Source: an optimization exercise on an open RTL-to-GDS flow (aim: small area, a short achievable clock period and few clock cycles per item). Production flows keep margins and buffers that such runs may drop.
RTL that was checked went through simulation tests only; none was proved equivalent to the original.
For run 7, only the layout was checked, not whether the RTL still works.
Power and IR drop assume default switching activity.

### config.mk
export PLATFORM = sky130hd
export DESIGN_NAME = pipeline_cpu
export DESIGN_NICKNAME = pipeline_cpu
export VERILOG_FILES = /design/flow/design.v
export SDC_FILE = /design/flow/constraint.sdc
export NUM_CORES = 4
export LEC_CHECK = 0
export CAP_MARGIN = 20
export CORE_MARGIN = 2
export CORE_UTILIZATION = 40
export GPL_ROUTABILITY_DRIVEN = 0
export PLACE_DENSITY = 0.6
export SETUP_SLACK_MARGIN = 4
export SLEW_MARGIN = 20
export TNS_END_PERCENT = 5
### constraint.sdc
create_clock -name core_clock -period 8.5 [get_ports {clock}]
set_input_delay 1.7000 -clock core_clock [delete_from_list [all_inputs] [get_ports {clock}]]
set_output_delay 1.7000 -clock core_clock [all_outputs]
set_load 0.01 [all_outputs]
### design.v
`default_nettype none
package cpu_pkg;
    localparam logic [4:0] OPC_ALU  = 5'd0;
    localparam logic [4:0] OPC_J    = 5'd1;
    localparam logic [4:0] OPC_BNE  = 5'd2;
    localparam logic [4:0] OPC_JAL  = 5'd3;
    localparam logic [4:0] OPC_JR   = 5'd4;
    localparam logic [4:0] OPC_ADDI = 5'd5;
    localparam logic [4:0] OPC_BLT  = 5'd6;
    localparam logic [4:0] OPC_SW   = 5'd7;
    localparam logic [4:0] OPC_LW   = 5'd8;
endpackage
`default_nettype wire
`default_nettype none
module adder (
    input  wire [31:0]  x,
    input  wire [31:0]  y,
    input  wire         cin,
    output logic [31:0] sum
);
    logic [31:0] g, p, gn, pn;
    logic [31:0] carry;
    always_comb begin
        g = x & y;
        p = x ^ y;
        g[0] = g[0] | (p[0] & cin);
        for (int l = 0; l < 5; l++) begin
            gn = g;
            pn = p;
            for (int i = 0; i < 32; i++) begin
                if (((i >> l) & 1) == 1) begin
                    gn[i] = g[i] | (p[i] & g[((i >> l) << l) - 1]);
                    pn[i] = p[i] & p[((i >> l) << l) - 1];
                end
            end
            g = gn;
            p = pn;
        end
        carry = {g[30:0], cin};
    end
    assign sum = x ^ y ^ carry;
endmodule
module alu (
    input  wire [31:0]  a,
    input  wire         right,    
    input  wire [4:0]   shamt,
    output logic [31:0] sh_right,
    output logic [31:0] sh_left
);
    logic [31:0] sh_in;
    logic        fill;
    assign fill = right & a[31];
    always_comb begin
        for (int i = 0; i < 32; i++) begin
            sh_in[i]   = right ? a[i] : a[31-i];
            sh_left[i] = sh_right[31-i];
        end
    end
    assign sh_right = 32'($signed({fill, sh_in}) >>> shamt);
endmodule
`default_nettype wire
`default_nettype none
module execute_stage (
    input  wire [31:0] pc,
    input  wire [31:0] ir,
    input  wire [31:0] rs_val,
    input  wire [31:0] rb_val,    
    output logic [31:0] npc,
    output logic        we,
    output logic [4:0]  wreg,
    output logic        is_lw,
    output logic        is_sw,
    output logic [31:0] o
);
    logic [4:0]  opc;
    logic [4:0]  fn;
    logic [31:0] imm;
    logic [31:0] pc1;
    logic [31:0] x, y, sum;
    logic [31:0] sh_right, sh_left;
    logic [31:0] other;
    logic        use_reg, use_pc, use_tgt, fn_sub, cin;
    logic        en_sum, en_and, en_or, en_sll, en_sra, en_jal;
    logic        is_j, is_jr, is_bne, is_blt, taken;
    logic        eq, lt;
    assign opc = ir[31:27];
    assign fn  = ir[6:2];
    assign imm = {{15{ir[16]}}, ir[16:0]};
    assign pc1 = pc + 32'd1;
    assign use_reg = !(opc[3] | opc[1] | opc[0]);
    assign use_pc  = opc[1] & !opc[0];
    assign use_tgt = opc[0] & !opc[2];
    assign fn_sub  = fn[0] & !opc[2];
    assign x   = use_pc ? pc : rs_val;
    assign y   = use_reg ? (rb_val ^ {32{fn_sub}}) :
                 use_tgt ? {5'd0, ir[26:0]} : imm;
    assign cin = use_reg ? fn_sub : use_pc;
    adder u_adder (.x(x), .y(y), .cin(cin), .sum(sum));
    alu u_alu (
        .a        (rs_val),
        .right    (fn[0]),
        .shamt    (ir[11:7]),
        .sh_right (sh_right),
        .sh_left  (sh_left)
    );
    assign en_jal = opc[1] & opc[0] & !opc[2];
    assign en_sum = !en_jal & (!use_reg | (fn[4:1] == 4'd0));
    assign en_and = use_reg & (fn == 5'd2);
    assign en_or  = use_reg & (fn == 5'd3);
    assign en_sll = use_reg & (fn == 5'd4);
    assign en_sra = use_reg & (fn == 5'd5);
    assign other = ({32{en_and}} & (rs_val & rb_val))
                 | ({32{en_or}}  & (rs_val | rb_val))
                 | ({32{en_sll}} & sh_left)
                 | ({32{en_sra}} & sh_right)
                 | ({32{en_jal}} & pc1);
    assign o = en_sum ? sum : other;
    assign is_j   = (opc[4:2] == 3'd0) & opc[0];     
    assign is_jr  = (opc == cpu_pkg::OPC_JR);
    assign is_bne = (opc == cpu_pkg::OPC_BNE);
    assign is_blt = (opc == cpu_pkg::OPC_BLT);
    assign eq    = (rb_val == rs_val);
    assign lt    = $signed(rb_val) < $signed(rs_val);
    assign taken = (is_bne & !eq) | (is_blt & lt) | is_j | is_jr;
    assign npc   = taken ? sum : pc1;
    assign we    = (opc == cpu_pkg::OPC_ALU) || (opc == cpu_pkg::OPC_ADDI) || (opc == cpu_pkg::OPC_LW) || (opc == cpu_pkg::OPC_JAL);
    assign wreg  = en_jal ? 5'd31 : ir[26:22];
    assign is_lw = (opc == cpu_pkg::OPC_LW);
    assign is_sw = (opc == cpu_pkg::OPC_SW);
endmodule
`default_nettype wire
`default_nettype none
module mem_wb_stage (
    input  wire         clock,
    input  wire         arst_n,
    input  wire         we_in,
    input  wire [4:0]   wreg_in,
    input  wire         lw_in,
    input  wire         sw_in,
    input  wire [31:0]  o_in,
    input  wire [31:0]  b_in,
    input  wire [31:0]  q_dmem,
    output logic [31:0] address_dmem,
    output logic [31:0] data,
    output logic        wren,
    output logic        ctrl_write_enable,
    output logic [4:0]  ctrl_write_reg,
    output logic [31:0] data_write_reg
);
    logic        m_we, m_lw, m_sw;
    logic [4:0]  m_reg;
    logic [31:0] m_o, m_b;
    always_ff @(posedge clock or negedge arst_n) begin
        if (!arst_n) begin
            m_we <= 1'b0;
            m_lw <= 1'b0;
            m_sw <= 1'b0;
        end else begin
            m_we <= we_in;
            m_lw <= lw_in;
            m_sw <= sw_in;
        end
    end
    always_ff @(posedge clock) begin
        m_reg <= wreg_in;
        m_o   <= o_in;
        m_b   <= b_in;
    end
    assign address_dmem      = m_o;
    assign data              = m_b;
    assign wren              = m_sw;
    assign ctrl_write_enable = m_we;
    assign ctrl_write_reg    = m_reg;
    assign data_write_reg    = m_lw ? q_dmem : m_o;
endmodule
`default_nettype wire
`default_nettype none
`timescale 1ns/1ps
module pipeline_cpu (
    input  wire         clock,
    input  wire         arst_n,
    output logic [31:0] address_imem,
    input  wire  [31:0] q_imem,
    output logic [31:0] address_dmem,
    output logic [31:0] data,
    output logic        wren,
    input  wire  [31:0] q_dmem,
    output logic        ctrl_write_enable,
    output logic [4:0]  ctrl_write_reg,
    output logic [4:0]  ctrl_read_reg_a,
    output logic [4:0]  ctrl_read_reg_b,
    output logic [31:0] data_write_reg,
    input  wire  [31:0] data_read_reg_a,
    input  wire  [31:0] data_read_reg_b
);
    logic [31:0] pc;
    logic [31:0] npc;
    logic        we, is_lw, is_sw;
    logic [4:0]  wreg;
    logic [31:0] o;
    always_ff @(posedge clock or negedge arst_n) begin
        if (!arst_n) pc <= '0;
        else         pc <= npc;
    end
    assign address_imem    = pc;
    assign ctrl_read_reg_a = ((q_imem[27] & !q_imem[29]) | (q_imem[29] & !q_imem[28] & !q_imem[27]))
                           ? 5'd0 : q_imem[21:17];
    assign ctrl_read_reg_b = (q_imem[29] | q_imem[28]) ? q_imem[26:22] : q_imem[16:12];
    execute_stage u_execute_stage (
        .pc     (pc),
        .ir     (q_imem),
        .rs_val (data_read_reg_a),
        .rb_val (data_read_reg_b),
        .npc    (npc),
        .we     (we),
        .wreg   (wreg),
        .is_lw  (is_lw),
        .is_sw  (is_sw),
        .o      (o)
    );
    mem_wb_stage u_mem_wb_stage (
        .clock             (clock),
        .arst_n            (arst_n),
        .we_in             (we),
        .wreg_in           (wreg),
        .lw_in             (is_lw),
        .sw_in             (is_sw),
        .o_in              (o),
        .b_in              (data_read_reg_b),
        .q_dmem            (q_dmem),
        .address_dmem      (address_dmem),
        .data              (data),
        .wren              (wren),
        .ctrl_write_enable (ctrl_write_enable),
        .ctrl_write_reg    (ctrl_write_reg),
        .data_write_reg    (data_write_reg)
    );
endmodule
`default_nettype wire
### flow/run.sh
#!/bin/bash
# Own layout flow: the standard flow (standard.sh, unchanged synthesis,
# floorplan, power grid, placement, CTS and routing), with one change: the
# buffers that global placement puts on every input and output port are
# sky130_fd_sc_hd__buf_1 cells instead of the default delay-buffer cell.
# The timing repair steps still resize them where timing needs it.
set -euo pipefail
export BUFFER_PORTS_ARGS="-buffer_cell sky130_fd_sc_hd__buf_1"
bash standard.sh > standard.log 2>&1
### standard.sh
#!/bin/bash
# synth_recipe.tcl (not shown) runs the flow's synth.tcl, then flattens the netlist and writes it again
# the make line also repeats each setting of config.mk as NAME=value (left out here)
make -C /OpenROAD-flow-scripts/flow DESIGN_CONFIG=/design/flow/config.mk WORK_HOME=/design/flow/orfs CLKGATE_MAP_FILE= SYNTH_SCRIPT=/design/flow/synth_recipe.tcl "${@:-finish}"
==> results of run 1 <==
==> routing by layer <==
layer | global-route usage (%) | vias up | routed length (um)
li1 | - | 5215 | -
met1 | 46.5 | 5487 | 20500
met2 | 45.4 | 927 | 19000
met3 | 5.91 | 130 | 5970
met4 | 13.4 | 0 | 2500
met5 | 0 | - | 0
==> cell type report <==
cell class | instances | area [um2]
fillers | 2770 | 14300
inverters | 96 | 360
clock buffers | 10 | 229
clock inverters | 6 | 67.6
repair buffers | 323 | 1600
multi-input cells | 1029 | 8450
well taps | 378 | 473
flip-flops and latches | 104 | 2260
==> critical path: cells and delay by family <==
family	cells	cell delay [ns]
compound gates	6	1.63
simple gates	2	1.05
buf+inv	3	0.63
==> cells by family (layout without fill, tap and decap cells) <==
kind of cell | after synthesis | in the layout | synth area share, %
multiplexers | 154 | 154 | 18.8
XOR/XNOR | 89 | 89 | 7.13
buffers and inverters | 174 | 435 | 6.48
flip-flops | 104 | 104 | 20.2
AO/OA/AOI/OAI | 344 | 344 | 19.2
AND/OR/NAND/NOR | 309 | 310 | 13.1
adder cells (fa/ha/maj) | 132 | 132 | 15.1
==> worst max-delay path by stage <==
stage                             start                        endpoint  slack [ns]  depth (start not counted)
floorplan                     q_imem[2]   u_mem_wb_stage.m_o[8]$_DFF_P_        3.37                         17
global placement              q_imem[2]  u_mem_wb_stage.m_o[27]$_DFF_P_        2.61                         15
detailed placement            q_imem[2]  u_mem_wb_stage.m_o[27]$_DFF_P_        2.49                         15
CTS                          q_imem[28]   u_mem_wb_stage.m_o[8]$_DFF_P_        3.76                         14
global route        data_read_reg_a[23]                pc[16]$_DFF_PN0_        3.63                         12
finish                       q_imem[27]  u_mem_wb_stage.m_o[17]$_DFF_P_        3.71                         11
==> stage by stage <==
| stage | setup slack, ns | area (um2) | util [%] |
|---|---|---|---|
| after floorplan | 3.37 | 11300 | - |
| after global placement | 2.61 | 12600 | 45.4 |
| after detailed placement | 2.49 | 12600 | 45.4 |
| after CTS | 3.76 | 13300 | 48.1 |
| after global routing | 3.63 | 13400 | 48.5 |
| final | 3.71 | 13400 | 48.5 |
==> where the power goes <==
| part | switching, uW | internal, uW |
|---|---|---|
| Combinational | 846 | 538 |
| Clock | 225 | 232 |
| Sequential | 207 | 639 |
==> Yosys cell counts, types with 7 or more instances <==
master / count / area share (%)
mux2_2: 60 / 6.0
mux2i_1: 55 / 4.9
o21ai_1: 13 / 0.58
nand4_1: 8 / 0.45
ha_1: 126 / 14
a211oi_1: 12 / 0.80
nand3_1: 14 / 0.63
nor2_1: 83 / 2.8
o221ai_1: 12 / 0.94
dfxtp_1: 69 / 12
o21ai_0: 93 / 4.2
nand2_1: 110 / 3.7
and3_1: 12 / 0.67
clkbuf_1: 50 / 1.7
a21o_1: 14 / 0.94
xnor2_1: 55 / 4.3
nor3_1: 17 / 0.76
nor2b_1: 12 / 0.67
o211ai_1: 12 / 0.80
nand2b_1: 11 / 0.61
inv_1: 94 / 3.2
a2bb2oi_1: 8 / 0.63
dfrtp_1: 35 / 7.8
mux4_2: 30 / 6.0
mux4_1: 7 / 1.6
o22ai_1: 12 / 0.67
a21oi_1: 102 / 4.6
buf_2: 15 / 0.67
and2_1: 13 / 0.73
xor2_1: 33 / 2.6
==> timing repair <==
action	4_1_cts	5_1_grt
resized for setup	43	11
setup buffers	16	8
pin swaps	16	15
gates cloned	5	0
hold endpoints to repair	0	0
endpoints found under the setup margin	70	71
==> run_results.csv, run 1 <==
group,metric,value,unit
outcome,outcome,"no timing/DRC/antenna violations",
global_route,gr-total-overflow,0,
power,ir_worst_vdd,0.0901,mV
sta,worst_slew_pin_slew,0.991,ns
clock_tree,post_cts_hold_buffer_count,0,
synthesis,synth_edf_count,0,
critical_path,worst-setup-path-type,"in -> reg",
critical_path,critical_path.slowest_cell,"o21ai_1",
clock_tree,cts-buffers-inserted,9,
synthesis,postSynthNetCount,1568,
placement,cell_count_post_placement,1901,
clock_tree,cts_tree,"built",
global_route,grt_pass1_vias,10400,
critical_path,worst_setup_path_start_kind,"input port",
drt,drt_first_iter_violations,1640,
floorplan,placementRows,61,
worst_hold_path,whs_path_depth,2,
worst_hold_path,min_path_type,"reg -> reg",
synthesis,synth_area_per_cell,8.58,um2
critical_path,critical_path_peak_fanout,34,
sta,count_of_endpoints_failing_setup_in_the_final_report,0,
floorplan,top_level_i_o_count,275,
global_route,grt_first_pass_wirelength,68.2,mm
global_route,grt_max_degree,41,
synthesis,mappedNetlistArea,11200,um2
final_layout,layout-drive-gt1-share,13.6,%
sta,fin_worst_skew,0.0186,ns
drt,detail_route.first_pass.iterations,9,
floorplan,die_area,29400,um2
sta,finalHoldViolations,0,
worst_hold_path,worstHoldStart,"pc[31]$_DFF_PN0_",
final_layout,leading_cell_type_in_the_layout_fill_and_taps_excluded,"buf_1",
critical_path,worst_r2r_endpoint,"u_mem_wb_stage.m_o[8]$_DFF_P_",
placement,dpl.hpwl,37.5,mm
clock_tree,clkTransAtPathRegs,0.07,ns
floorplan,die_x,171,um
clock_tree,cts.htree.levels,3,
sta,fin_tns_setup,0,ns
floorplan,die_h,171,um
clock_tree,clock_path_buffers,2,
clock_tree,clock_sink_count,104,
sta,fin_hold_ws,0.693,ns
drt,drt_wl_total,48.0,mm
critical_path,path_cells,"buf_12 -> buf_4 -> nor2b_1 -> nand2_2 -> o21ai_1 -> buf_4 -> o21ai_0 -> a21oi_1 -> o21ai_0 -> a211oi_1 -> a21oi_1",
synthesis,ff_latch_count_synth,104,
sta,post-route-period-util,56.4,%
floorplan,initial_utilization,40.4,%
drt,vias_per_cell,6.04,
synthesis,yosys.cell_types.count,79,
critical_path,reg2reg_setup_slack,5.13,ns
global_route,antenna_found_initial,0,
placement,placement.io_buffers,274,
critical_path,slowest_delay,0.64,ns
drt,vias,11800,
critical_path,worst_ep_arrival_time,5.03,ns
power,p_total,2690,uW
worst_hold_path,min_to,"pc[31]$_DFF_PN0_",
sta,worst_slew_margin_rel,34.0,%
sta,drv_slew,0,
drt,routedWlPerCell,24.7,um
power,power.density,200,nW/um2
run,timing.max_cap.violations,0,
synthesis,postSynth.topFlopCell,"dfxtp_1",
power,cellLeakagePower,0.00558,uW
drt,postRouteAntennaNets,0,
sta,grt_setup_unrepaired,"yes",
critical_path,critPathCaptureType,"flop",
final_layout,final_cell_mix,"buf_1 (266), ha_1 (126), nand2_1 (108)",
global_route,track_usage,31.8,%
final_layout,area.growth.synth_to_final,19.9,%
synthesis,async_flop_share,33.7,%
critical_path,critical_path.reg2reg.startpoint,"pc[0]$_DFF_PN0_",
critical_path,number_of_cell_instances_on_the_worst_register_to_register_path,11,
synthesis,synthesis.yosys.warnings,4,
final_layout,num_antenna_cells,0,
final_layout,finalNetCount,1825,
floorplan,core,27700,um2
clock_tree,clk_root_buffer_cell,"clkbuf_16",
sta,max_freq,209,MHz
clock_tree,worstSkewPairLatency,0.38,ns
final_layout,fin_cells,1946,
critical_path,timing.critical_path.required,8.74,ns
synthesis,syn_inst,1306,
sta,min_period,4.79,ns
synthesis,sequential_fraction_of_the_synthesis_area,20.2,%
final_layout,top_regs,"pc (32), u_mem_wb_stage.m_b (32), u_mem_wb_stage.m_o (32)",
drt,route.detailed.drc,0,
Testbench counts, summed over its fixed seeds: cycles 9,364, instrs 9,364.
==> run 2: changes to the inputs <==
--- a/config.mk
+++ b/config.mk
@@ -9,7 +9,6 @@
 export CORE_MARGIN = 2
 export CORE_UTILIZATION = 40
-export GPL_ROUTABILITY_DRIVEN = 0
 export PLACE_DENSITY = 0.6
 export SETUP_SLACK_MARGIN = 4
 export SLEW_MARGIN = 20
-export TNS_END_PERCENT = 5
+export TNS_END_PERCENT = 20
==> run 2 against run 1 <==
- area after synthesis stayed put
- sequential share of layout area is 0.058 points higher
- cell count hardly changed
- global-route usage is 2.4 points higher
- critical endpoint is now u_mem_wb_stage.m_o[8]$_DFF_P_
- largest cell class unchanged
- highest routed layer unchanged
==> run_results.csv, run 2 <==
group,metric,value,unit
floorplan,top_level_i_o_count,275,
sta,fin_worst_skew,0.0220,ns
global_route,gr-total-overflow,0,
synthesis,async_flop_share,33.7,%
placement,dpl.hpwl,39.7,mm
power,ir_worst_vdd,0.0894,mV
critical_path,worst_setup_path_start_kind,"input port",
synthesis,sequential_fraction_of_the_synthesis_area,20.2,%
sta,count_of_endpoints_failing_setup_in_the_final_report,0,
power,power.density,201,nW/um2
worst_hold_path,min_to,"pc[25]$_DFF_PN0_",
synthesis,synthesis.yosys.warnings,4,
critical_path,worst-setup-path-type,"in -> reg",
global_route,grt_first_pass_wirelength,71.8,mm
sta,min_period,4.74,ns
global_route,grt_max_degree,36,
floorplan,initial_utilization,40.4,%
critical_path,path_cells,"clkbuf_16 -> buf_12 -> nor2b_4 -> buf_12 -> xnor2_4 -> o21ai_2 -> fa_2 -> fa_2 -> a211o_1 -> a221o_1 -> a21oi_2 -> nor2b_1 -> nor2_2 -> fa_1 -> a22oi_2",
sta,worst_slew_margin_rel,32.9,%
critical_path,critPathCaptureType,"flop",
placement,placement.io_buffers,274,
sta,finalHoldViolations,0,
synthesis,postSynthNetCount,1568,
floorplan,die_h,171,um
synthesis,synth_common_cells,"ha_1 (126), nand2_1 (110), a21oi_1 (102)",
placement,dpl_cell_area,12600,um2
floorplan,placementRows,61,
final_layout,top_regs,"pc (32), u_mem_wb_stage.m_b (32), u_mem_wb_stage.m_o (32)",
drt,drt_first_iter_violations,1520,
synthesis,yosys.cell_types.count,79,
synthesis,mappedNetlistArea,11200,um2
synthesis,ff_latch_count_synth,104,
critical_path,slowest_delay,0.45,ns
worst_hold_path,whs_path_depth,2,
sta,grt_setup_unrepaired,"yes",
global_route,track_usage,34.2,%
clock_tree,cts.htree.levels,3,
final_layout,leading_cell_type_in_the_layout_fill_and_taps_excluded,"buf_1",
critical_path,critical_path.reg2reg.startpoint,"pc[0]$_DFF_PN0_",
drt,vias_per_cell,5.99,
worst_hold_path,min_path_type,"reg -> reg",
clock_tree,post_cts_hold_buffer_count,0,
clock_tree,clock_sink_count,104,
clock_tree,clkTransAtPathRegs,0.09,ns
synthesis,synth_area_per_cell,8.58,um2
critical_path,critical-path-top-delay-family,"adder cells",
final_layout,num_antenna_cells,0,
floorplan,die_x,171,um
synthesis,synth.top_cells.by_area,"ha_1 (14%), dfxtp_1 (12%), dfrtp_1 (7.8%)",
drt,postRouteAntennaNets,0,
critical_path,worst_ep_arrival_time,5.03,ns
sta,post-route-period-util,55.8,%
placement,globalplace.congestion,0.993,
synthesis,postSynth.topFlopCell,"dfxtp_1",
critical_path,timing.critical_path.required,8.79,ns
synthesis,synth_edf_count,0,
sta,fin_tns_setup,0,ns
final_layout,area.growth.synth_to_final,19.6,%
drt,drt_wl_total,50.9,mm
run,timing.max_cap.violations,0,
drt,route.detailed.drc,0,
final_layout,final_cell_mix,"buf_1 (264), ha_1 (125), nand2_1 (109)",
final_layout,finalNetCount,1826,
clock_tree,clock_path_buffers,2,
sta,drv_slew,0,
power,p_total,2690,uW
critical_path,critical_path.slowest_cell,"fa_1",
critical_path,worstPathBufferInverterCount,3,
floorplan,core,27700,um2
synthesis,yosys.cell_count.top_type,"ha_1",
sta,max_freq,211,MHz
synthesis,syn_inst,1306,
critical_path,critical_path_peak_fanout,3,
drt,routedWlPerCell,26.2,um
final_layout,layout-drive-gt1-share,14.1,%
drt,vias,11700,
final_layout,final_design_area_no_fill,13400,um2
clock_tree,cts-buffers-inserted,9,
placement,place_ws,2.24,ns
synthesis,yosys.area.top_type_share,14.1,%
critical_path,worst_r2r_endpoint,"u_mem_wb_stage.m_o[8]$_DFF_P_",
worst_hold_path,worstHoldStart,"pc[25]$_DFF_PN0_",
critical_path,number_of_cell_instances_on_the_worst_register_to_register_path,11,
critical_path,reg2reg_setup_slack,5.19,ns
floorplan,die_area,29400,um2
sta,final.setup.worst_slack,3.76,ns
drt,detail_route.first_pass.iterations,6,
sta,worst_slew_pin_slew,0.998,ns
power,cellLeakagePower,0.00553,uW
outcome,outcome,"no timing/DRC/antenna violations",
global_route,antenna_found_initial,1,
clock_tree,cts_tree,"built",
global_route,grt_pass1_vias,10600,
clock_tree,worstSkewPairLatency,0.38,ns
synthesis,synth_top_cell_by_area,"ha_1",
final_layout,finish.utilization,48.3,%
clock_tree,clk_root_buffer_cell,"clkbuf_16",
## run 2: cell counts after synthesis
No cell type changed its count.
## run 2: worst max-delay path by stage
stage	from	end	slack (ns)	cells past startpoint
after floorplan	q_imem[2]	u_mem_wb_stage.m_o[8]$_DFF_P_	3.37	17
after global placement	q_imem[2]	pc[22]$_DFF_PN0_	2.34	16
after detailed placement	q_imem[2]	pc[22]$_DFF_PN0_	2.24	16
after CTS	q_imem[2]	u_mem_wb_stage.m_o[8]$_DFF_P_	3.77	15
after global routing	q_imem[2]	pc[29]$_DFF_PN0_	3.65	16
final	q_imem[2]	u_mem_wb_stage.m_o[8]$_DFF_P_	3.76	15
## run 2: per-layer routing
metal / wire length (um) / GRT usage [%]
met4: 1960 / 12.8
met2: 20900 / 49.9
met5: 0 / 0
met3: 5520 / 7.09
met1: 22600 / 49.3
## run 2: area by class of cell
cell class              instances  area (um2)
clock buffers                  10         239
clock inverters                 6        61.3
fillers                      2791       14300
inverters                      96         364
multi-input cells            1030        8420
flip-flops and latches        104        2260
well taps                     378         473
repair buffers                322        1570
repair inverters                1        7.51
## run 2: report_power, final
part / total, uW / internal [uW] / switching, uW
clock: 454 / 215 / 238
combinational: 1390 / 537 / 857
sequential: 846 / 639 / 207
## run 2: repair_timing
| action | CTS | global route |
|---|---|---|
| setup endpoints to repair | 73 | 69 |
| setup buffers | 17 | 5 |
| gates resized for setup | 52 | 6 |
| cloned | 6 | 0 |
| pin swaps | 14 | 5 |
| endpoints found under the hold margin | 0 | 0 |
## run 2: metrics by stage
stage,hold WS [ns],std cells
final,0.710,1947
after global routing,0.744,1947
after CTS,0.701,1942
after detailed placement,0.685,1903
after global placement,0.676,1903
after floorplan,0.587,1306
## run 2: worst register-to-register path, stage by stage (launching register included)
cell	delay, ns
dfrtp_1	0.51
nand2_1	0.10
o21ai_0	0.11
fa_2	0.38
fa_2	0.42
a211o_1	0.31
a221o_1	0.36
a21oi_2	0.17
nor2b_1	0.07
nor2_2	0.14
fa_1	0.45
a22oi_2	0.21
## run 2: kinds of logic (layout without fill, tap and decap cells)
kind of cell | count (synthesis) | after routing | synth area share, %
AOI/OAI and AO/OA | 344 | 344 | 19.2
and+or+nand+nor | 309 | 311 | 13.1
buffers and inverters | 174 | 435 | 6.48
muxes | 154 | 154 | 18.8
adders and majority gates | 132 | 132 | 15.1
DFF | 104 | 104 | 20.2
xor gates and xnor gates | 89 | 89 | 7.13
==> run 3: changes to the inputs <==
--- a/config.mk
+++ b/config.mk
@@ -12,3 +12,3 @@
 export SETUP_SLACK_MARGIN = 4
 export SLEW_MARGIN = 20
-export TNS_END_PERCENT = 20
+export TNS_END_PERCENT = 2
==> run 3 against run 2 <==
- utilization is 0.21 points higher
- clock power hardly changed
- combinational power hardly changed
- critical endpoint is now u_mem_wb_stage.m_o[24]$_DFF_P_
- cell area increased by 0.43%
- non-clock buffer count unchanged
- via count down 0.78%
- sequential share of layout area shrank 0.072 points
- routed wire length shrank 3.7%
- critical path type unchanged
- global-route usage shrank 1.2 points
- die area did not move
==> run_results.csv, run 3 <==
group,metric,value,unit
clock_tree,cts_tree,"built",
sta,count_of_endpoints_failing_setup_in_the_final_report,0,
critical_path,critical_path.reg2reg.startpoint,"pc[0]$_DFF_PN0_",
critical_path,critical_path_peak_fanout,34,
synthesis,syn_inst,1306,
clock_tree,cts.htree.levels,3,
drt,postRouteAntennaNets,0,
critical_path,critical_path.slowest_cell,"o21ai_0",
sta,fin_worst_skew,0.0161,ns
global_route,gr-total-overflow,0,
worst_hold_path,min_to,"pc[14]$_DFF_PN0_",
synthesis,largest_family_of_logic_cells_by_synthesized_area,"compound AO/OA/AOI/OAI gates",
sta,grt_setup_unrepaired,"yes",
critical_path,slowest_delay,0.69,ns
critical_path,worst-setup-path-type,"in -> reg",
run,timing.max_cap.violations,0,
final_layout,ff_latch_area,2260,um2
critical_path,number_of_cell_instances_on_the_worst_register_to_register_path,13,
power,p_total,2690,uW
final_layout,num_antenna_cells,0,
global_route,grt_pass1_vias,10400,
clock_tree,clock_sink_count,104,
clock_tree,worstSkewPairLatency,0.38,ns
critical_path,worst_r2r_endpoint,"pc[22]$_DFF_PN0_",
floorplan,placementRows,61,
final_layout,layout-drive-gt1-share,13.8,%
synthesis,postSynthNetCount,1568,
sta,worst_slew_margin_rel,29.4,%
floorplan,die_area,29400,um2
clock_tree,cts-buffers-inserted,9,
global_route,grt_first_pass_wirelength,69.8,mm
synthesis,synth-adder-area-share,15.1,%
outcome,outcome,"no timing/DRC/antenna violations",
worst_hold_path,worstHoldStart,"pc[14]$_DFF_PN0_",
sta,drv_slew,0,
synthesis,synth_compound_gate_area_share,19.2,%
power,ir_worst_vdd,0.0885,mV
critical_path,worst_path_most_repeated_cell,"nor2_1",
synthesis,synthesis.yosys.warnings,4,
sta,post-route-period-util,54.9,%
clock_tree,clock_path_buffers,2,
critical_path,worstPathBufferInverterCount,1,
drt,route.detailed.drc,0,
critical_path,critical-path-top-delay-family,"compound AO/OA/AOI/OAI gates",
synthesis,synth.top_cells.by_area,"ha_1 (14%), dfxtp_1 (12%), dfrtp_1 (7.8%)",
synthesis,synth_top_cell_by_area,"ha_1",
clock_tree,clkTransAtPathRegs,0.09,ns
synthesis,synth_edf_count,0,
synthesis,sequential_fraction_of_the_synthesis_area,20.2,%
critical_path,path_cells,"buf_2 -> mux4_2 -> mux2i_1 -> nor2_1 -> a21oi_1 -> nor2_1 -> o21ai_0 -> a32oi_1",
final_layout,area.growth.synth_to_final,20.1,%
floorplan,initial_utilization,40.4,%
sta,fin_tns_setup,0,ns
final_layout,leading_cell_type_in_the_layout_fill_and_taps_excluded,"buf_1",
final_layout,fillerInstances,2784,
power,power.density,200,nW/um2
global_route,track_usage,32.9,%
drt,drt_wl_total,49.0,mm
drt,vias,11600,
placement,globalplace.congestion,0.975,
sta,min_period,4.67,ns
power,cellLeakagePower,0.00558,uW
floorplan,die_x,171,um
synthesis,synth_simple_gate_area_share,13.1,%
critical_path,worst_ep_arrival_time,4.87,ns
final_layout,top_regs,"pc (32), u_mem_wb_stage.m_b (32), u_mem_wb_stage.m_o (32)",
floorplan,core,27700,um2
synthesis,yosys.area.top_type_share,14.1,%
critical_path,timing.critical_path.required,8.70,ns
clock_tree,clk_root_buffer_cell,"clkbuf_16",
drt,drt_first_iter_violations,1431,
global_route,grt_max_degree,37,
synthesis,synth_xor_area_share,7.13,%
sta,max_freq,214,MHz
floorplan,die_h,171,um
synthesis,synth_mux_area_share,18.8,%
sta,worst_slew_pin_slew,1.05,ns
final_layout,finalNetCount,1824,
worst_hold_path,min_path_type,"reg -> reg",
synthesis,postSynth.topFlopCell,"dfxtp_1",
drt,vias_per_cell,5.95,
worst_hold_path,whs_path_depth,2,
critical_path,worst_setup_path_start_kind,"input port",
placement,cell_count_post_placement,1903,
synthesis,yosys.cell_count.top_type,"ha_1",
placement,dpl.hpwl,38.6,mm
synthesis,synth_area_per_cell,8.58,um2
final_layout,fin_cells,1945,
synthesis,yosys.cell_types.count,79,
placement,placement.io_buffers,274,
critical_path,critPathCaptureType,"flop",
synthesis,synth_common_cells,"ha_1 (126), nand2_1 (110), a21oi_1 (102)",
final_layout,multi_input_comb_area,8460,um2
drt,detail_route.first_pass.iterations,6,
global_route,antenna_found_initial,0,
floorplan,top_level_i_o_count,275,
synthesis,ff_latch_count_synth,104,
critical_path,reg2reg_setup_slack,5.16,ns
drt,routedWlPerCell,25.2,um
sta,finalHoldViolations,0,
final_layout,final_cell_mix,"buf_1 (267), ha_1 (124), nand2_1 (108)",
synthesis,async_flop_share,33.7,%
synthesis,mappedNetlistArea,11200,um2
run 3: worst max path at each step:
stage	cells past startpoint	from	to	slack, ns
after detailed placement	15	q_imem[2]	pc[22]$_DFF_PN0_	2.44
after CTS	15	q_imem[28]	u_mem_wb_stage.m_o[16]$_DFF_P_	3.87
after floorplan	16	q_imem[2]	pc[16]$_DFF_PN0_	3.36
final	8	q_imem[7]	u_mem_wb_stage.m_o[24]$_DFF_P_	3.83
after global routing	15	q_imem[28]	u_mem_wb_stage.m_o[30]$_DFF_P_	3.77
after global placement	15	q_imem[2]	u_mem_wb_stage.m_o[27]$_DFF_P_	2.56
run 3: cells by family (layout without fill, tap and decap cells):
family          count (synthesis)  in the layout
simple gates                  309            310
xor+xnor                       89             89
buf+inv                       174            434
fa+ha+maj                     132            132
compound gates                344            344
flops                         104            104
mux                           154            154
run 3: what timing repair did:
item                                    CTS  global route
gates cloned                              5             0
hold buffers                              0             0
buffers inserted                         18             3
pin swaps                                14             6
endpoints found under the setup margin   73            71
resized for setup                        47            21
endpoints found under the hold margin     0             0
run 3: area by class of cell:
cell class	count	area share [%]
Tap cell	378	3.52
Inverter	96	2.68
Sequential cell	104	16.8
Clock inverter	7	0.605
Multi-Input combinational cell	1029	62.9
Timing Repair Buffer	322	11.8
Clock buffer	9	1.67
run 3: per-layer routing:
layer	part of all wire [%]	vias up	routed length, um	GRT usage [%]
li1	-	5199	-	-
met1	45	5539	22000	48.4
met2	41	745	19900	47.3
met3	10	83	5110	5.75
met4	4.1	0	1990	13.2
met5	0	-	0	0
run 3: worst register-to-register path, stage by stage (launching register included):
cell,delay (ns)
dfrtp_1,0.57
nand2_1,0.14
o21ai_0,0.11
fa_2,0.37
fa_2,0.37
a211o_1,0.31
a21oi_4,0.20
buf_4,0.14
a2bb2oi_2,0.21
o21ai_1,0.17
a21oi_1,0.21
o21bai_1,0.10
xnor2_1,0.21
mux2i_1,0.11
run 3: per-stage QoR:
stage / setup slack (ns) / hold slack, ns / util, % / area, um2
after floorplan: 3.36 / 0.587 / - / 11300
after global placement: 2.56 / 0.673 / 45.4 / 12600
after detailed placement: 2.44 / 0.685 / 45.4 / 12600
after CTS: 3.87 / 0.705 / 48.2 / 13400
after global routing: 3.77 / 0.754 / 48.6 / 13500
final: 3.83 / 0.709 / 48.6 / 13500
run 3: where the power goes:
group,internal [uW],leakage [uW],switching (uW),total (uW)
logic,541,0.00444,841,1380
clock network,211,0.000150,241,452
registers,639,0.000990,211,850
total,1390,0.00558,1290,2690
==> run 4: changes to the inputs <==
--- a/config.mk
+++ b/config.mk
@@ -12,3 +12,3 @@
 export SETUP_SLACK_MARGIN = 4
 export SLEW_MARGIN = 20
-export TNS_END_PERCENT = 2
+export TNS_END_PERCENT = 10
==> run 4 against run 3 <==
- cell area is 0.72% higher
- critical endpoint is now u_mem_wb_stage.m_o[8]$_DFF_P_
- first-iteration DRC count is 13% lower
- critical path depth is 6 higher
- die area stayed put
- synthesized cell count stayed put
- non-clock buffer count is 7 higher
- largest cell class unchanged
- largest power group unchanged
- clock skew is 0.0027 ns higher
- still clean
==> run_results.csv, run 4 <==
group,metric,value,unit
drt,routedWlPerCell,25.6,um
sta,worst_slew_margin_rel,34.6,%
drt,drt_first_iter_violations,1238,
critical_path,worst_path_most_repeated_cell,"fa_2",
power,ir_worst_vdd,0.101,mV
clock_tree,cts_tree,"built",
power,power.density,202,nW/um2
sta,max_freq,214,MHz
drt,vias,11600,
synthesis,synth_top_cell_by_area,"ha_1",
final_layout,leading_cell_type_in_the_layout_fill_and_taps_excluded,"buf_1",
critical_path,worst_r2r_endpoint,"u_mem_wb_stage.m_o[8]$_DFF_P_",
drt,postRouteAntennaNets,0,
clock_tree,clock_path_buffers,2,
synthesis,mappedNetlistArea,11200,um2
floorplan,die_area,29400,um2
run,timing.max_cap.violations,0,
placement,placement.io_buffers,274,
floorplan,core,27700,um2
synthesis,synth_area_per_cell,8.58,um2
critical_path,path_cells,"buf_12 -> or3_4 -> buf_12 -> nand2_4 -> o21ai_4 -> fa_2 -> fa_2 -> a211o_1 -> a221o_1 -> a21oi_2 -> nor2b_1 -> nor2_2 -> fa_2 -> a22oi_1",
sta,drv_slew,0,
placement,place_ws,2.43,ns
sta,grt_setup_unrepaired,"yes",
clock_tree,post_cts_hold_buffer_count,0,
sta,worst_slew_pin_slew,0.978,ns
drt,vias_per_cell,5.93,
power,cellLeakagePower,0.00564,uW
critical_path,reg2reg_setup_slack,5.23,ns
sta,min_period,4.66,ns
synthesis,synth_edf_count,0,
final_layout,top_regs,"pc (32), u_mem_wb_stage.m_b (32), u_mem_wb_stage.m_o (32)",
final_layout,finalNetCount,1830,
critical_path,startpoint_of_the_worst_setup_timing_path,"q_imem[30]",
worst_hold_path,whs_path_depth,2,
synthesis,synth_common_cells,"ha_1 (126), nand2_1 (110), a21oi_1 (102)",
synthesis,async_flop_share,33.7,%
synthesis,synthesis.yosys.warnings,4,
sta,post-route-period-util,54.9,%
synthesis,postSynthNetCount,1568,
sta,fin_tns_setup,0,ns
critical_path,endpoint,"u_mem_wb_stage.m_o[8]$_DFF_P_",
critical_path,critical_path.reg2reg.startpoint,"pc[0]$_DFF_PN0_",
floorplan,placementRows,61,
clock_tree,worstSkewPairLatency,0.38,ns
floorplan,initial_utilization,40.4,%
sta,finalHoldViolations,0,
clock_tree,clock_sink_count,104,
critical_path,number_of_cell_instances_on_the_worst_register_to_register_path,11,
clock_tree,cts.htree.levels,3,
critical_path,worst-setup-path-type,"in -> reg",
synthesis,sequential_fraction_of_the_synthesis_area,20.2,%
final_layout,fillerInstances,2719,
clock_tree,cts-buffers-inserted,9,
placement,dpl.hpwl,39.4,mm
final_layout,ff_latch_area,2260,um2
synthesis,ff_latch_count_synth,104,
global_route,grt_pass1_vias,10500,
synthesis,synth.top_cells.by_area,"ha_1 (14%), dfxtp_1 (12%), dfrtp_1 (7.8%)",
worst_hold_path,min_path_type,"reg -> reg",
global_route,antenna_found_initial,0,
synthesis,postSynth.topFlopCell,"dfxtp_1",
global_route,grt_first_pass_wirelength,71.0,mm
sta,fin_worst_skew,0.0188,ns
sta,count_of_endpoints_failing_setup_in_the_final_report,0,
global_route,gr-total-overflow,0,
global_route,track_usage,33.6,%
clock_tree,clk_root_buffer_cell,"clkbuf_16",
drt,detail_route.first_pass.iterations,5,
critical_path,worst_setup_path_start_kind,"input port",
final_layout,finish.utilization,48.9,%
synthesis,syn_inst,1306,
floorplan,die_x,171,um
sta,final.setup.worst_slack,3.84,ns
critical_path,timing.critical_path.required,8.80,ns
floorplan,die_h,171,um
synthesis,yosys.cell_types.count,79,
final_layout,layout-drive-gt1-share,14.8,%
global_route,grt_max_degree,43,
critical_path,slowest_delay,0.45,ns
final_layout,multi_input_comb_area,8500,um2
critical_path,critPathCaptureType,"flop",
final_layout,final_cell_mix,"buf_1 (261), ha_1 (125), nand2_1 (108)",
placement,globalplace.congestion,0.992,
sta,fin_hold_ws,0.656,ns
final_layout,num_antenna_cells,0,
drt,drt_wl_total,50.0,mm
floorplan,top_level_i_o_count,275,
critical_path,critical_path.slowest_cell,"fa_2",
synthesis,yosys.area.top_type_share,14.1,%
drt,route.detailed.drc,0,
synthesis,yosys.cell_count.top_type,"ha_1",
critical_path,worst_ep_arrival_time,4.96,ns
clock_tree,clkTransAtPathRegs,0.10,ns
critical_path,critical_path_peak_fanout,4,
outcome,outcome,"no timing/DRC/antenna violations",
final_layout,area.growth.synth_to_final,21.0,%
-- run 4: how the worst min path moves through the flow --
stage                             to  slack (ns)        startpoint
floorplan            pc[0]$_DFF_PN0_        0.59   pc[0]$_DFF_PN0_
global placement    pc[31]$_DFF_PN0_        0.65  pc[31]$_DFF_PN0_
detailed placement  pc[31]$_DFF_PN0_        0.64  pc[31]$_DFF_PN0_
CTS                 pc[31]$_DFF_PN0_        0.65  pc[31]$_DFF_PN0_
global route        pc[31]$_DFF_PN0_        0.71  pc[31]$_DFF_PN0_
finish              pc[31]$_DFF_PN0_        0.66  pc[31]$_DFF_PN0_
-- run 4: layer usage --
metal / vias up / share of wire (%) / track usage, %
li1: 5206 / - / -
met3: 73 / 11 / 7.89
met2: 802 / 41 / 48.8
met5: - / 0 / 0
met1: 5493 / 44 / 48.7
met4: 0 / 3.3 / 11.2
-- run 4: cell type report --
cell class | instances | share of cell area (%)
multi-input combinational | 1028 | 62.7
sequential | 104 | 16.7
timing repair buffer | 329 | 12.1
tap | 378 | 3.49
inverter | 96 | 2.66
clock buffer | 9 | 1.66
clock inverter | 7 | 0.693
-- run 4: metrics by stage --
stage | total power (uW) | area [um2] | std cells
CTS | 2680 | 13400 | 1939
detailed placement | 2150 | 12600 | 1905
finish | 2740 | 13500 | 1951
global route | 2870 | 13500 | 1951
floorplan | 1590 | 11300 | 1306
global placement | 2150 | 12600 | 1905
-- run 4: what timing repair did --
item | CTS | global route
endpoints found under the hold margin | 0 | 0
gates resized for setup | 53 | 25
pin swaps | 21 | 15
buffers inserted | 15 | 12
endpoints found under the setup margin | 72 | 63
gates cloned | 3 | 0
-- run 4: critical path, delay by kind of cell --
family | cells | cell delay [ns]
fa+ha+maj | 3 | 1.21
simple gates | 4 | 0.66
compound gates | 5 | 1.14
buf+inv | 2 | 0.24
-- run 4: logic make-up (layout without fill, tap and decap cells) --
family	after synthesis	count (layout)	share of synthesized area (%)
AO/OA/AOI/OAI	344	344	19.2
XOR/XNOR	89	89	7.13
multiplexers	154	154	18.8
buffers and inverters	174	441	6.48
AND/OR/NAND/NOR	309	309	13.1
adder cells (fa/ha/maj)	132	132	15.1
flip-flops	104	104	20.2
-- run 4: report_power, final --
group | switching (uW) | total [uW] | internal, uW
registers | 218 | 856 | 639
logic | 857 | 1410 | 551
clock network | 239 | 477 | 239
total | 1310 | 2740 | 1430
==> run 5: changes to the inputs <==
--- a/config.mk
+++ b/config.mk
@@ -10,5 +10,5 @@
 export CORE_UTILIZATION = 40
 export PLACE_DENSITY = 0.6
-export SETUP_SLACK_MARGIN = 4
+export SETUP_SLACK_MARGIN = 3.75
 export SLEW_MARGIN = 20
-export TNS_END_PERCENT = 10
+export TNS_END_PERCENT = 5
==> run 5 against run 4 <==
- sequential share of layout area rose by 0.38 points
- worst hold slack better by 0.055 ns
- setup slack worse by 0.070 ns
- global-route usage grew 0.13 points
- first-iteration DRC count is 13% higher
- via count decreased by 1.3%
- critical path depth did not move
- clock power fell by 6.7%
- fmax is 1.5% lower
- largest power group unchanged
==> run_results.csv, run 5 <==
group,metric,value,unit
run,timing.max_cap.violations,0,
worst_hold_path,min_path_type,"reg -> reg",
critical_path,number_of_cell_instances_on_the_worst_register_to_register_path,11,
final_layout,top_regs,"pc (32), u_mem_wb_stage.m_b (32), u_mem_wb_stage.m_o (32)",
sta,fin_worst_skew,0.0214,ns
final_layout,num_antenna_cells,0,
synthesis,yosys.area.top_type_share,14.1,%
critical_path,worst_setup_path_start_kind,"input port",
power,ir_worst_vdd,0.0931,mV
sta,final.setup.worst_slack,3.77,ns
global_route,gr-total-overflow,0,
global_route,grt-busiest-layer,"met1",
global_route,grt_first_pass_wirelength,71.1,mm
critical_path,timing.critical_path.required,8.80,ns
drt,postRouteAntennaNets,0,
synthesis,sequential_fraction_of_the_synthesis_area,20.2,%
sta,worst_slew_pin_slew,0.934,ns
final_layout,area.growth.synth_to_final,18.2,%
floorplan,placementRows,61,
drt,vias,11400,
sta,min_period,4.73,ns
power,sw_frac_of_total,48.8,%
critical_path,worst-setup-path-type,"in -> reg",
drt,drt_first_iter_violations,1397,
floorplan,top_level_i_o_count,275,
floorplan,initial_utilization,40.4,%
synthesis,synth.top_cells.by_area,"ha_1 (14%), dfxtp_1 (12%), dfrtp_1 (7.8%)",
drt,drt_wl_total,50.5,mm
placement,place_ws,2.53,ns
floorplan,die_x,171,um
critical_path,critical_path_peak_fanout,5,
final_layout,leading_cell_type_in_the_layout_fill_and_taps_excluded,"buf_1",
global_route,use_met2,48.1,%
global_route,met3_usage,6.70,%
sta,post-route-period-util,55.7,%
outcome,outcome,"no timing/DRC/antenna violations",
sta,drv_slew,0,
clock_tree,clock_path_buffers,2,
global_route,grt_pass1_vias,10300,
global_route,track_usage,33.8,%
floorplan,die_area,29400,um2
synthesis,postSynthNetCount,1568,
clock_tree,cts.htree.levels,3,
power,clock_power_share,16.6,%
sta,count_of_endpoints_failing_setup_in_the_final_report,0,
worst_hold_path,whs_path_depth,2,
synthesis,synthesis.yosys.warnings,4,
clock_tree,cts-buffers-inserted,9,
final_layout,final_cell_mix,"buf_1 (265), ha_1 (126), nand2_1 (108)",
synthesis,async_flop_share,33.7,%
floorplan,die_h,171,um
power,power_report.internal_total,1370,uW
drt,route.detailed.drc,0,
sta,grt_setup_unrepaired,"yes",
synthesis,synth_area_per_cell,8.58,um2
power,share_seq_of_total_power,32.0,%
synthesis,postSynth.topFlopCell,"dfxtp_1",
placement,placement.io_buffers,274,
placement,dpl.hpwl,39.9,mm
synthesis,synth_edf_count,0,
power,power.density,202,nW/um2
global_route,grt_use_met1,50.3,%
power,cellLeakagePower,0.00547,uW
synthesis,yosys.cell_count.top_type,"ha_1",
synthesis,mappedNetlistArea,11200,um2
clock_tree,clock_sink_count,104,
drt,detail_route.first_pass.iterations,5,
clock_tree,clkTransAtPathRegs,0.09,ns
floorplan,core,27700,um2
clock_tree,post_cts_hold_buffer_count,0,
synthesis,syn_inst,1306,
final_layout,layout-drive-gt1-share,12.9,%
power,comb_power_share,51.4,%
clock_tree,cts_tree,"built",
drt,routedWlPerCell,26.1,um
synthesis,synth_top_cell_by_area,"ha_1",
critical_path,critPathCaptureType,"flop",
global_route,grt_max_degree,52,
synthesis,ff_latch_count_synth,104,
power,p_total,2680,uW
final_layout,finalNetCount,1813,
clock_tree,worstSkewPairLatency,0.38,ns
critical_path,worst_ep_arrival_time,5.03,ns
drt,vias_per_cell,5.91,
sta,fin_tns_setup,0,ns
synthesis,synth_common_cells,"ha_1 (126), nand2_1 (110), a21oi_1 (102)",
placement,globalplace.congestion,1.00,
synthesis,yosys.cell_types.count,79,
clock_tree,clk_root_buffer_cell,"clkbuf_16",
global_route,antenna_found_initial,0,
final_layout,fillerInstances,2718,
sta,max_freq,211,MHz
sta,finalHoldViolations,0,
sta,worst_slew_margin_rel,37.5,%
power,switching_power,1310,uW
## run 5: power groups by stage
stage | combinational [uW] | sequential [uW] | clock (uW)
4_1_cts | 1320 | 852 | 448
2_1_floorplan | 744 | 842 | 0
6_report | 1380 | 857 | 445
3_5_place_dp | 1300 | 863 | 0
5_1_grt | 1470 | 872 | 464
3_3_place_gp | 1300 | 861 | 0
## run 5: final timing paths
path | startpoint | endpoint | slack [ns]
max | q_imem[2] | u_mem_wb_stage.m_o[8]$_DFF_P_ | 3.77
max reg2reg | pc[0]$_DFF_PN0_ | u_mem_wb_stage.m_o[8]$_DFF_P_ | 5.04
min | pc[30]$_DFF_PN0_ | pc[30]$_DFF_PN0_ | 0.71
min reg2reg | pc[30]$_DFF_PN0_ | pc[30]$_DFF_PN0_ | 0.71
min in group asynchronous | arst_n | pc[30]$_DFF_PN0_ | 1.38
max in group asynchronous | arst_n | pc[1]$_DFF_PN0_ | 6.71
## run 5: per-stage QoR
| stage | instances | cell area, um2 | hold slack [ns] | util, % |
|---|---|---|---|---|
| 5_1_grt | 1934 | 13200 | 0.742 | 47.8 |
| 6_report | 1934 | 13200 | 0.711 | 47.8 |
| 4_1_cts | 1931 | 13100 | 0.703 | 47.3 |
| 3_5_place_dp | 1906 | 12600 | 0.683 | 45.6 |
| 2_1_floorplan | 1306 | 11300 | 0.587 | - |
| 3_3_place_gp | 1906 | 12600 | 0.678 | 45.6 |
## run 5: logic make-up after synthesis
kind of cell	share of synthesized area, %
AOI/OAI and AO/OA	19.2
and+or+nand+nor	13.1
buffers and inverters	6.48
muxes	18.8
adders and majority gates	15.1
DFF	20.2
xor gates and xnor gates	7.13
## run 5: layout make-up
type | instances | area, um2 | area share [%]
clock buffers | 9 | 225 | 1.70
multi-input cells | 1028 | 8390 | 63.4
well taps | 378 | 473 | 3.57
repair buffers | 312 | 1470 | 11.1
clock inverters | 7 | 63.8 | 0.482
flip-flops and latches | 104 | 2260 | 17.1
inverters | 96 | 360 | 2.72
## run 5: per-layer routing
metal  wire length [um]  vias to the layer above
met5                  0                        -
met4               1900                        0
met3               5300                       75
met2              20500                      753
met1              22700                     5414
li1                   -                     5181
## run 5: worst max-delay path, stage by stage
cell and delay (ns):
buf_4 0.13, buf_12 0.11, nor2b_4 0.25, xnor2_2 0.15
o21ai_2 0.08, fa_2 0.37, fa_2 0.42, a211o_1 0.33
a221o_1 0.40, a21oi_2 0.22, nor2b_1 0.09, nor2_2 0.13
fa_1 0.47, a22oi_2 0.19
## run 5: what timing repair did
action | in CTS | in global routing
resized for setup | 19 | 27
endpoints found under the setup margin | 65 | 26
pin swaps | 4 | 17
gates cloned | 2 | 1
setup buffers | 7 | 2
==> run 6: changes to the inputs <==
--- a/config.mk
+++ b/config.mk
@@ -8,7 +8,7 @@
 export CAP_MARGIN = 20
 export CORE_MARGIN = 2
-export CORE_UTILIZATION = 40
-export PLACE_DENSITY = 0.6
-export SETUP_SLACK_MARGIN = 3.75
+export CORE_UTILIZATION = 55
+export PLACE_DENSITY = 0.7
+export SETUP_SLACK_MARGIN = 4
 export SLEW_MARGIN = 20
 export TNS_END_PERCENT = 5
==> run 6 against run 5 <==
- routed wire length decreased by 4.7%
- utilization increased by 19 points
- synthesized cell count unchanged
- highest routed layer unchanged
==> run_results.csv, run 6 <==
group,metric,value,unit
synthesis,yosys.cell_types.count,79,
floorplan,top_level_i_o_count,275,
global_route,gr-total-overflow,0,
clock_tree,cts_tree,"built",
clock_tree,clock_sink_count,104,
clock_tree,worstSkewPairLatency,0.37,ns
final_layout,top_regs,"pc (32), u_mem_wb_stage.m_b (32), u_mem_wb_stage.m_o (32)",
floorplan,die_h,147,um
synthesis,ff_latch_count_synth,104,
final_layout,layout-drive-gt1-share,14.4,%
critical_path,worst_setup_path_start_kind,"input port",
final_layout,area.growth.synth_to_final,19.4,%
final_layout,fillerInstances,1761,
sta,grt_setup_unrepaired,"yes",
clock_tree,clkTransAtPathRegs,0.08,ns
synthesis,mappedNetlistArea,11200,um2
global_route,grt_first_pass_wirelength,68.8,mm
floorplan,die_x,147,um
floorplan,die_area,21500,um2
critical_path,critical_path.reg2reg.startpoint,"pc[0]$_DFF_PN0_",
critical_path,worst-setup-path-type,"in -> reg",
final_layout,final_design_area_no_fill,13400,um2
synthesis,async_flop_share,33.7,%
final_layout,leading_cell_type_in_the_layout_fill_and_taps_excluded,"buf_1",
worst_hold_path,worstHoldStart,"pc[31]$_DFF_PN0_",
clock_tree,clk_root_buffer_cell,"clkbuf_16",
sta,final.setup.worst_slack,3.79,ns
clock_tree,post_cts_hold_buffer_count,0,
sta,min_period,4.71,ns
drt,drt_first_iter_violations,1719,
synthesis,synth_edf_count,0,
drt,postRouteAntennaNets,0,
final_layout,final_cell_mix,"buf_1 (265), ha_1 (125), nand2_1 (108)",
sta,finalHoldViolations,0,
placement,place_ws,2.47,ns
synthesis,synthesis.yosys.warnings,4,
critical_path,startpoint_of_the_worst_setup_timing_path,"q_imem[27]",
power,power.density,202,nW/um2
synthesis,yosys.area.top_type_share,14.1,%
synthesis,synth_common_cells,"ha_1 (126), nand2_1 (110), a21oi_1 (102)",
synthesis,synth_top_cell_by_area,"ha_1",
placement,dpl_cell_area,12500,um2
critical_path,worst_ep_arrival_time,4.99,ns
final_layout,finalNetCount,1834,
global_route,grt_pass1_vias,10600,
placement,placement.io_buffers,274,
critical_path,number_of_cell_instances_on_the_worst_register_to_register_path,11,
critical_path,critPathCaptureType,"flop",
sta,worst_slew_pin_slew,1.05,ns
clock_tree,clock_path_buffers,2,
floorplan,placementRows,52,
sta,count_of_endpoints_failing_setup_in_the_final_report,0,
outcome,outcome,"no timing/DRC/antenna violations",
synthesis,sequential_fraction_of_the_synthesis_area,20.2,%
power,ir_worst_vdd,0.113,mV
sta,post-route-period-util,55.4,%
placement,dpl.hpwl,37.0,mm
drt,routedWlPerCell,26.0,um
global_route,grt_max_degree,37,
critical_path,reg2reg_setup_slack,5.13,ns
drt,vias,11900,
sta,worst_slew_margin_rel,30.2,%
global_route,antenna_found_initial,1,
critical_path,endpoint,"u_mem_wb_stage.m_o[8]$_DFF_P_",
critical_path,worst_r2r_endpoint,"u_mem_wb_stage.m_o[8]$_DFF_P_",
synthesis,synth.top_cells.by_area,"ha_1 (14%), dfxtp_1 (12%), dfrtp_1 (7.8%)",
worst_hold_path,min_path_type,"reg -> reg",
placement,globalplace.congestion,1.02,
floorplan,initial_utilization,55.7,%
sta,fin_tns_setup,0,ns
drt,vias_per_cell,6.42,
power,cellLeakagePower,0.00562,uW
final_layout,finish.utilization,66.5,%
drt,detail_route.first_pass.iterations,5,
drt,drt_wl_total,48.1,mm
sta,drv_slew,0,
synthesis,syn_inst,1306,
critical_path,critical_path_peak_fanout,6,
synthesis,yosys.cell_count.top_type,"ha_1",
global_route,track_usage,43.4,%
synthesis,postSynthNetCount,1568,
sta,fin_worst_skew,0.0127,ns
run,timing.max_cap.violations,0,
synthesis,postSynth.topFlopCell,"dfxtp_1",
floorplan,core,20100,um2
critical_path,timing.critical_path.required,8.78,ns
drt,route.detailed.drc,0,
sta,max_freq,213,MHz
synthesis,synth_area_per_cell,8.58,um2
clock_tree,cts-buffers-inserted,9,
clock_tree,cts.htree.levels,3,
## run 6: layout make-up
type | count | area, um2 | area share, %
multi-input cells | 1030 | 8470 | 63.3
flip-flops and latches | 104 | 2260 | 16.9
repair buffers | 331 | 1630 | 12.2
inverters | 96 | 360 | 2.69
well taps | 270 | 338 | 2.53
clock buffers | 9 | 225 | 1.68
clock inverters | 7 | 90.1 | 0.674
diodes | 1 | 2.50 | 0.0187
## run 6: critical path, stage by stage
cell	delay [ns]
buf_12	0.11
or3_4	0.43
nand2_4	0.11
o21ai_4	0.07
fa_2	0.41
fa_2	0.37
a211o_1	0.35
a221o_1	0.34
a21oi_2	0.18
nor2b_2	0.07
nor2_2	0.18
fa_1	0.48
a22oi_1	0.19
## run 6: logic make-up (layout without fill, tap and decap cells)
family	Yosys count	count (layout)	synth area share [%]
AO/OA/AOI/OAI	344	344	19.2
adder cells (fa/ha/maj)	132	132	15.1
AND/OR/NAND/NOR	309	311	13.1
buffers and inverters	174	443	6.48
other	0	1	0
multiplexers	154	154	18.8
flip-flops	104	104	20.2
XOR/XNOR	89	89	7.13
## run 6: worst min-delay path by stage
stage	end	slack (ns)	depth (start not counted)
finish	pc[31]$_DFF_PN0_	0.70	2
global route	pc[0]$_DFF_PN0_	0.74	1
CTS	pc[31]$_DFF_PN0_	0.69	2
detailed placement	pc[31]$_DFF_PN0_	0.66	2
global placement	pc[31]$_DFF_PN0_	0.65	2
floorplan	pc[0]$_DFF_PN0_	0.59	1
## run 6: stage by stage
stage | power [uW] | hold WS [ns] | std cells
floorplan | 1590 | 0.587 | 1306
global placement | 2120 | 0.652 | 1798
detailed placement | 2130 | 0.663 | 1798
CTS | 2630 | 0.691 | 1834
global route | 2820 | 0.739 | 1847
finish | 2710 | 0.702 | 1848
## run 6: power breakdown
| part | switching [uW] | internal, uW | total, uW |
|---|---|---|---|
| registers | 216 | 639 | 854 |
| clock network | 233 | 237 | 470 |
| logic | 841 | 542 | 1380 |
## run 6: timing repair
item | CTS | global route
buffers inserted | 16 | 12
pin swaps | 17 | 16
gates resized for setup | 38 | 26
endpoints found under the hold margin | 0 | 0
endpoints found under the setup margin | 73 | 70
cloned | 4 | 1
## run 6: per-layer routing
metal  vias up  wire [um]  track usage, %
met1      5558      19100            60.5
met2       954      20200            65.1
met4         0       2160            16.7
li1       5231          -               -
met5         -          0               0
met3       113       6580            10.8
==> run 7: changes to the inputs <==
--- a/design.v
+++ b/design.v
@@ -71,5 +71,7 @@
     output logic        is_lw,
     output logic        is_sw,
-    output logic [31:0] o
+    output logic [31:0] o,        
+    output logic [31:0] b,        
+    output logic        sel_sum   
 );
     logic [4:0]  opc;
@@ -115,5 +117,7 @@
                  | ({32{en_sra}} & sh_right)
                  | ({32{en_jal}} & pc1);
-    assign o = en_sum ? sum : other;
+    assign o       = sum;
+    assign b       = opc[2] ? rb_val : other;
+    assign sel_sum = en_sum;
     assign is_j   = (opc[4:2] == 3'd0) & opc[0];     
     assign is_jr  = (opc == cpu_pkg::OPC_JR);
@@ -140,4 +144,5 @@
     input  wire [31:0]  o_in,
     input  wire [31:0]  b_in,
+    input  wire         sel_in,
     input  wire [31:0]  q_dmem,
     output logic [31:0] address_dmem,
@@ -148,5 +153,6 @@
     output logic [31:0] data_write_reg
 );
-    logic        m_we, m_lw, m_sw;
+    logic        m_we, m_lw, m_sw, m_sel;
+    logic [31:0] m_res;
     logic [4:0]  m_reg;
     logic [31:0] m_o, m_b;
@@ -164,4 +170,5 @@
     always_ff @(posedge clock) begin
         m_reg <= wreg_in;
+        m_sel <= sel_in;
         m_o   <= o_in;
         m_b   <= b_in;
@@ -172,5 +179,6 @@
     assign ctrl_write_enable = m_we;
     assign ctrl_write_reg    = m_reg;
-    assign data_write_reg    = m_lw ? q_dmem : m_o;
+    assign m_res             = m_sel ? m_o : m_b;
+    assign data_write_reg    = m_lw ? q_dmem : m_res;
 endmodule
 `default_nettype wire
@@ -198,5 +206,6 @@
     logic        we, is_lw, is_sw;
     logic [4:0]  wreg;
-    logic [31:0] o;
+    logic [31:0] o, b;
+    logic        sel_sum;
     always_ff @(posedge clock or negedge arst_n) begin
         if (!arst_n) pc <= '0;
@@ -217,5 +226,7 @@
         .is_lw  (is_lw),
         .is_sw  (is_sw),
-        .o      (o)
+        .o      (o),
+        .b      (b),
+        .sel_sum(sel_sum)
     );
     mem_wb_stage u_mem_wb_stage (
@@ -227,5 +238,6 @@
         .sw_in             (is_sw),
         .o_in              (o),
-        .b_in              (data_read_reg_b),
+        .b_in              (b),
+        .sel_in            (sel_sum),
         .q_dmem            (q_dmem),
         .address_dmem      (address_dmem),
--- a/config.mk
+++ b/config.mk
@@ -8,7 +8,6 @@
 export CAP_MARGIN = 20
 export CORE_MARGIN = 2
-export CORE_UTILIZATION = 55
-export PLACE_DENSITY = 0.7
-export SETUP_SLACK_MARGIN = 4
+export CORE_UTILIZATION = 40
+export PLACE_DENSITY = 0.6
+export SETUP_SLACK_MARGIN = 3.5
 export SLEW_MARGIN = 20
-export TNS_END_PERCENT = 5
==> run 7 against run 6 <==
- count of clock-buffer cells in the layout rose by 2
- highest routed layer unchanged
- sequential power rose by 0.9%
- largest power group unchanged
- utilization fell by 20 points
- largest cell class unchanged
==> run_results.csv, run 7 <==
group,metric,value,unit
placement,cell_count_post_placement,2009,
clock_tree,cts.htree.levels,3,
power,ir_worst_vdd,0.101,mV
clock_tree,clk_root_buffer_cell,"clkbuf_16",
synthesis,synth.top_cells.by_area,"ha_1 (14%), dfxtp_1 (12%), mux4_2 (8.0%)",
synthesis,postSynthNetCount,1670,
critical_path,path_cells,"clkbuf_2 -> buf_6 -> a21oi_1 -> and2_1 -> buf_1",
final_layout,layout-drive-gt1-share,9.41,%
sta,worst_slew_margin_rel,29.4,%
floorplan,die_x,174,um
synthesis,synthesis.yosys.warnings,4,
final_layout,area.growth.synth_to_final,15.8,%
sta,max_freq,204,MHz
floorplan,placementRows,62,
synthesis,async_flop_share,33.3,%
sta,grt_setup_unrepaired,"no",
synthesis,syn_inst,1408,
synthesis,synth_common_cells,"ha_1 (126), inv_1 (123), nor2_1 (114)",
drt,drt_first_iter_violations,1115,
clock_tree,cts-buffers-inserted,9,
critical_path,worst-setup-path-type,"in -> out",
floorplan,die_area,30300,um2
power,cellLeakagePower,0.00588,uW
sta,finalHoldViolations,0,
final_layout,finalNetCount,1905,
sta,fin_tns_setup,0,ns
power,power_report.internal_total,1430,uW
critical_path,worstPathBufferInverterCount,3,
clock_tree,clock_path_buffers,2,
floorplan,initial_utilization,40.4,%
critical_path,critPathCaptureType,"output port",
final_layout,final_cell_mix,"buf_1 (268), ha_1 (126), inv_1 (123)",
global_route,track_usage,30.3,%
final_layout,fin_cells,2034,
global_route,antenna_found_initial,3,
power,sw_frac_of_total,46.1,%
power,clock_power_share,16.4,%
clock_tree,worstSkewPairLatency,0.38,ns
floorplan,die_h,174,um
drt,postRouteAntennaNets,0,
drt,vias,11700,
worst_hold_path,min_path_type,"reg -> reg",
sta,drv_slew,0,
sta,min_period,4.90,ns
drt,route.detailed.drc,0,
critical_path,critical_path.slowest_cell,"a21oi_1",
synthesis,mappedNetlistArea,11600,um2
clock_tree,post_cts_hold_buffer_count,0,
power,comb_power_share,51.0,%
sta,final.setup.worst_slack,3.60,ns
drt,routedWlPerCell,23.0,um
critical_path,critical_path_peak_fanout,55,
synthesis,yosys.area.top_type_share,13.6,%
sta,worst_slew_pin_slew,1.06,ns
clock_tree,cts_tree,"built",
critical_path,reg2reg_setup_slack,5.02,ns
placement,placement.io_buffers,274,
critical_path,timing.critical_path.required,6.80,ns
critical_path,slowest_delay,0.69,ns
drt,drt_wl_total,46.8,mm
placement,dpl.hpwl,37.0,mm
drt,vias_per_cell,5.76,
critical_path,worst_ep_arrival_time,3.20,ns
placement,globalplace.congestion,1.01,
power,share_seq_of_total_power,32.6,%
sta,count_of_endpoints_failing_setup_in_the_final_report,0,
synthesis,yosys.cell_count.top_type,"ha_1",
placement,place_ws,2.49,ns
synthesis,ff_latch_count_synth,105,
synthesis,sequential_fraction_of_the_synthesis_area,19.7,%
synthesis,synth_area_per_cell,8.22,um2
floorplan,core,28600,um2
floorplan,top_level_i_o_count,275,
sta,fin_worst_skew,0.0168,ns
synthesis,yosys.cell_types.count,87,
global_route,grt_first_pass_wirelength,69.2,mm
power,switching_power,1220,uW
outcome,outcome,"no timing/DRC/antenna violations",
synthesis,synth_edf_count,0,
global_route,grt_max_degree,65,
power,power.density,197,nW/um2
synthesis,postSynth.topFlopCell,"dfxtp_1",
drt,detail_route.first_pass.iterations,6,
global_route,grt_pass1_vias,11100,
clock_tree,clock_sink_count,105,
run,timing.max_cap.violations,0,
global_route,gr-total-overflow,0,
final_layout,top_regs,"pc (32), u_mem_wb_stage.m_b (32), u_mem_wb_stage.m_o (32)",
final_layout,leading_cell_type_in_the_layout_fill_and_taps_excluded,"buf_1",
synthesis,synth_top_cell_by_area,"ha_1",
sta,post-route-period-util,57.7,%
critical_path,critical-path-top-delay-family,"compound AO/OA/AOI/OAI gates",
clock_tree,clkTransAtPathRegs,0.07,ns
critical_path,worst_setup_path_start_kind,"input port",
[run 7: changes by cell type after synthesis, sizes merged, moves of 7 or more]
cell	change
inv	+29
a21oi	+13
nor2	+30
mux2	-41
a2bb2oi	-8
nor3	+7
o21ai	+19
clkbuf	+14
a221oi	+8
mux2i	+25
xor2	-7
[run 7: layer usage]
layer  track usage, %  up-vias  routed length [um]
li1                 -     5467                   -
met1             42.4     5627               20800
met2             47.5      556               20900
met3             5.18       66                3840
met4             9.31        0                1310
met5                0        -                   0
[run 7: cell families (layout without fill, tap and decap cells)]
kind of cell / count (synthesis) / count (layout) / share of synthesized area, %
buf+inv: 212 / 451 / 7.49
simple gates: 350 / 351 / 14.0
compound gates: 381 / 381 / 20.5
flops: 105 / 105 / 19.7
other cells: 0 / 2 / 0
xor+xnor: 86 / 86 / 6.57
fa+ha+maj: 132 / 132 / 14.7
mux: 142 / 142 / 17.1
[run 7: cell type report]
cell class | instances | area [um2]
Antenna cell | 2 | 5.00
Tap cell | 384 | 480
Multi-Input combinational cell | 1092 | 8530
Timing Repair Buffer | 309 | 1340
Inverter | 126 | 473
Clock buffer | 11 | 233
Clock inverter | 5 | 65.1
Sequential cell | 105 | 2280
Fill cell | 2901 | 15200
[run 7: timing repair]
action	in CTS	in global routing
gates cloned	1	0
resized for setup	10	16
setup buffers	4	2
setup endpoints to repair	58	39
pin swaps	2	9
[run 7: power groups by stage]
stage          registers [uW]  logic (uW)  clock network [uW]
6_report                  862        1350                 434
5_1_grt                   885        1460                 457
4_1_cts                   860        1330                 441
3_5_place_dp              870        1320                   0
3_3_place_gp              864        1310                   0
2_1_floorplan             902         767                   0
[run 7: stage by stage]
stage               instance area, um2  hold slack [ns]  power, uW  util, %
finish                           13400            0.706       2640     46.8
global route                     13400            0.726       2810     46.8
CTS                              13300            0.699       2630     46.6
detailed placement               13000            0.685       2190     45.2
global placement                 13000            0.674       2170     45.2
floorplan                        11600            0.607       1670        -
[run 7: path summary, 6_finish.rpt]
| path | startpoint | to | cells after the start |
|---|---|---|---|
| min in group asynchronous | arst_n | pc[1]$_DFF_PN0_ | 2 |
| setup / recovery | q_imem[29] | ctrl_read_reg_a[2] | 5 |
| hold reg to reg | pc[4]$_DFF_PN0_ | pc[4]$_DFF_PN0_ | 2 |
| max in group asynchronous | arst_n | u_mem_wb_stage.m_lw$_DFF_PN0_ | 2 |
| setup reg to reg | pc[0]$_DFF_PN0_ | u_mem_wb_stage.m_b[30]$_DFF_P_ | 8 |
| hold / removal | pc[4]$_DFF_PN0_ | pc[4]$_DFF_PN0_ | 2 |
[run 7: worst reg2reg max path: stages (launching register included)]
cell and delay [ns]:
dfrtp_1 0.54, ha_1 0.31, nand3_1 0.40, nor3_1 0.64, nand3_1 0.27, or3_1 0.49, xnor2_1 0.21, a221oi_1 0.39
a21oi_1 0.09

Check on run 7: ideal ports give 3.595 ns setup slack; a clkbuf_16 on the clock port and buf_2 on the inputs give 3.566 ns; moving port delays by the midpoint clock arrival (0.416 ns) as well gives 3.191 ns.
